What follows belongs to an exercise in optimizing a design on an open flow for small area; a production flow would make more cautious choices. The RTL was checked by simulation tests, not by an equivalence proof against the original design. Power and IR drop assume default switching activity.

Setup of onyx:
==> module conv_input_cache, before the edit <==
module conv_input_cache (
	input  logic                           clk,
	input  logic                           rst_n,
	input  logic [1:0]                     cmd,
	input  logic [32-1:0]            pixel_in,
	output logic [1:0]                     ack,
	output logic [6-1:0]             rom_addr,
	output logic [(8 - 3 + 1)*32-1:0]  out_window,
	output logic                           out_valid
);
	localparam int PW = 32;
	localparam int ROW_BITS = 8 * 32;
	localparam int WB = (8 - 3 + 1) * 32;
	localparam logic [1:0] M_IDLE = 2'd0;
	localparam logic [1:0] M_PRE = 2'd1;
	localparam logic [1:0] M_SHIFT = 2'd2;
	localparam logic [1:0] M_LOAD = 2'd3;
	logic [1:0] mode;
	logic [3:0] cnt;      
	logic [2:0] tl;       
	logic [2:0] old;      
	logic [2:0] vld;      
	logic [2:0] sel;      
	logic bias;
	logic [2:0] ld, rot, en, hd;    
	logic idle, shift, rd, row_done, cmd_done;
	logic [1:0] mode_n;
	logic [2:0] old_n, show, turn, ld_n, rot_n;
	assign idle = (mode == M_IDLE);
	assign shift = (mode == M_SHIFT);
	assign rd = mode[0];
	assign row_done = rd && (rom_addr[2:0] == 3'd7);
	always_comb begin
		case (mode)
			M_PRE: cmd_done = row_done && cnt[1];
			M_LOAD: cmd_done = row_done;
			M_SHIFT: cmd_done = cnt[3] && cnt[0];
			default: cmd_done = 1'b0;
		endcase
		mode_n = idle ? cmd : (cmd_done ? M_IDLE : mode);
		old_n = row_done ? {old[1:0], old[2]} : old;
		ld_n = {3{mode_n[0]}} & old_n;
	end
	always_comb begin
		show = ({3{cnt < 4'd3}} & old)
			| ({3{cnt >= 4'd3 && cnt < 4'd6}} & {old[1:0], old[2]})
			| ({3{cnt >= 4'd6 && cnt < 4'd9}} & {old[0], old[2:1]});
		turn[0] = shift && (cnt <= 4'd7);
		turn[1] = (shift && (cnt >= 4'd3)) || (tl == 3'd1);
		turn[2] = (shift && (cnt >= 4'd6)) || ((tl != 3'd0) && (tl <= 3'd4));
		rot_n = ({3{turn[0]}} & old)
			| ({3{turn[1]}} & {old[1:0], old[2]})
			| ({3{turn[2]}} & {old[0], old[2:1]});
	end
	always_ff @(posedge clk or negedge rst_n) begin
		if (!rst_n) begin
			mode <= M_IDLE;
			ack <= 2'd0;
			rom_addr <= '0;
			tl <= 3'd0;
			old <= 3'b001;
			vld <= 3'b000;
			out_valid <= 1'b0;
			ld <= 3'b000;
			rot <= 3'b000;
			en <= 3'b000;
			hd <= 3'b111;
		end else begin
			ack <= cmd_done ? mode : 2'd0;
			mode <= mode_n;
			if (rd)
				rom_addr <= rom_addr + 1'b1;
			if (shift && cmd_done)
				tl <= 3'd1;
			else if (tl != 3'd0)
				tl <= (tl == 3'd5) ? 3'd0 : tl + 1'b1;
			old <= old_n;
			if (row_done)
				vld <= vld | old;
			out_valid <= shift;
			ld <= ld_n;
			rot <= rot_n;
			en <= ld_n | rot_n;
			hd <= ~(ld_n | rot_n);
		end
	end
	always_ff @(posedge clk) begin
		if (idle)
			cnt <= 4'd0;
		else if (shift || row_done)
			cnt <= cnt + 1'b1;
		sel <= shift ? (show & vld) : 3'b000;
		bias <= shift && cmd_done;
	end
	logic [ROW_BITS-1:0] row0, row1, row2;
	function automatic logic [ROW_BITS-1:0] row_next(
		input logic [ROW_BITS-1:0] q,
		input logic [PW-1:0] pix,
		input logic l, r, e, h
	);
		row_next[ROW_BITS-PW-1:0] = ({(ROW_BITS-PW){e}} & q[ROW_BITS-1:PW])
			| ({(ROW_BITS-PW){h}} & q[ROW_BITS-PW-1:0]);
		row_next[ROW_BITS-1:ROW_BITS-PW] = ({PW{l}} & pix)
			| ({PW{r}} & q[PW-1:0])
			| ({PW{h}} & q[ROW_BITS-1:ROW_BITS-PW]);
	endfunction
	always_ff @(posedge clk) begin
		row0 <= row_next(row0, pixel_in, ld[0], rot[0], en[0], hd[0]);
		row1 <= row_next(row1, pixel_in, ld[1], rot[1], en[1], hd[1]);
		row2 <= row_next(row2, pixel_in, ld[2], rot[2], en[2], hd[2]);
	end
	assign out_window = ({WB{sel[0]}} & row0[WB-1:0])
		| ({WB{sel[1]}} & row1[WB-1:0])
		| ({WB{sel[2]}} & row2[WB-1:0])
		| ({WB{bias}} & {(8 - 3 + 1){32'h3F80_0000}});
endmodule
export LEC_CHECK = 0
export CAP_MARGIN = 20
export CORE_MARGIN = 2
export CORE_UTILIZATION = 40
export SLEW_MARGIN = 20
create_clock -name core_clock -period 4.0 [get_ports {clk}]
standard.sh (not shown) runs the stock make flow with config.mk's settings and CLKGATE_MAP_FILE= SYNTH_SCRIPT=/design/flow/synth_recipe.tcl, a recipe that flattens the netlist after the stock synthesis.
==> flow/flow/run.sh <==
#!/bin/bash
# Standard ORFS layout, with the port buffers made as buf_1 cells and a
# clock tree of clkbuf_16 cells, each driving up to 30 registers, without
# dummy loads.
cd "$(dirname "$0")/.."
export BUFFER_PORTS_ARGS="-buffer_cell sky130_fd_sc_hd__buf_1"
export CTS_ARGS="-sink_clustering_enable -repair_clock_nets -dont_use_dummy_load -buf_list {sky130_fd_sc_hd__clkbuf_16} -sink_clustering_size 30 -sink_clustering_max_diameter 80"
bash standard.sh > standard.log 2>&1
onyx finished end to end and its layout was clean on timing, DRC and antenna.
Here is what was changed in the inputs of nickel compared with onyx.
-- flow/design.v --
<<< onyx, line 20
	logic [2:0] tl;       
	logic [2:0] old;      
	logic [2:0] vld;      
	logic [2:0] sel;      
	logic bias;
	logic [2:0] ld, rot, en, hd;    
	logic idle, shift, rd, row_done, cmd_done;
	logic [1:0] mode_n;
>>> nickel, line 20
	logic [2:0] tl;       
	logic [2:0] old;      
	logic [2:0] sel;      
	logic bias;
	logic [2:0] ld, rot, en, hd;
	logic idle, shift, rd, row_done, cmd_done;
	logic [1:0] mode_n;
<<< onyx, line 60
			tl <= 3'd0;
			old <= 3'b001;
			vld <= 3'b000;
			out_valid <= 1'b0;
			ld <= 3'b000;
			rot <= 3'b000;
			en <= 3'b000;
			hd <= 3'b111;
		end else begin
			ack <= cmd_done ? mode : 2'd0;
>>> nickel, line 59
			tl <= 3'd0;
			old <= 3'b001;
			out_valid <= 1'b0;
			ld <= 3'b000;
			rot <= 3'b000;
			en <= 3'b000;
			hd <= 3'b000;
		end else begin
			ack <= cmd_done ? mode : 2'd0;
<<< onyx, line 76
				tl <= (tl == 3'd5) ? 3'd0 : tl + 1'b1;
			old <= old_n;
			if (row_done)
				vld <= vld | old;
			out_valid <= shift;
			ld <= ld_n;
>>> nickel, line 74
				tl <= (tl == 3'd5) ? 3'd0 : tl + 1'b1;
			old <= old_n;
			out_valid <= shift;
			ld <= ld_n;
<<< onyx, line 90
		else if (shift || row_done)
			cnt <= cnt + 1'b1;
		sel <= shift ? (show & vld) : 3'b000;
		bias <= shift && cmd_done;
	end
>>> nickel, line 86
		else if (shift || row_done)
			cnt <= cnt + 1'b1;
		sel <= shift ? show : 3'b000;
		bias <= shift && cmd_done;
	end
==> comparison <==
- | worst ir drop on vdd | nickel vs onyx | about 13% lower |
- On instance count of the mapped netlist, nickel and onyx are neck and neck.
- ~same cell area after placement in nickel and onyx
- nickel -> onyx: final cell count flat
- Fraction of power consumed by the clock network came out lower on nickel than on onyx.
- ~same summed area of non-filler cells in the final layout in nickel and onyx
- Taking onyx as the reference, in nickel area of the mapped netlist essentially unchanged, detailed-routing iteration count for the pre-antenna-repair pass dropped 1, wire length reported by the detailed router roughly the same, final period demand of the worst path saw a decrease.
- Internal power component | nickel above onyx
- Final clock period utilization by the worst path, nickel and onyx, higher one = onyx.
- Area added between synthesis and finish essentially unchanged between nickel and onyx.
- nickel — synthesis-stage register bit count about 0.37% lower, onyx as reference

==> port drivers added, routing unchanged <==
Ports are ideal in the flow. The routed layouts listed here were re-timed in OpenROAD. Step 1 sets driving cells, clkbuf_16 on the clock port and buf_2 on the other inputs (assumed; they add their load-dependent delay and slew). Step 2 also shifts input and output timing later by t, the mid clock arrival at the registers, as if the neighbouring blocks saw the same clock. a / b / c = no drivers / after step 1 / after step 2; a / b = the first two.
run | shift t [ns] | setup slack, ns | worst data-port slew with drivers (ns)
onyx | 0.630 | 0.581 / 0.518 / 1.148 | 0.14
nickel | 0.631 | 0.692 / 0.630 / 1.262 | 0.12
After both steps setup and hold are still met in every run listed.
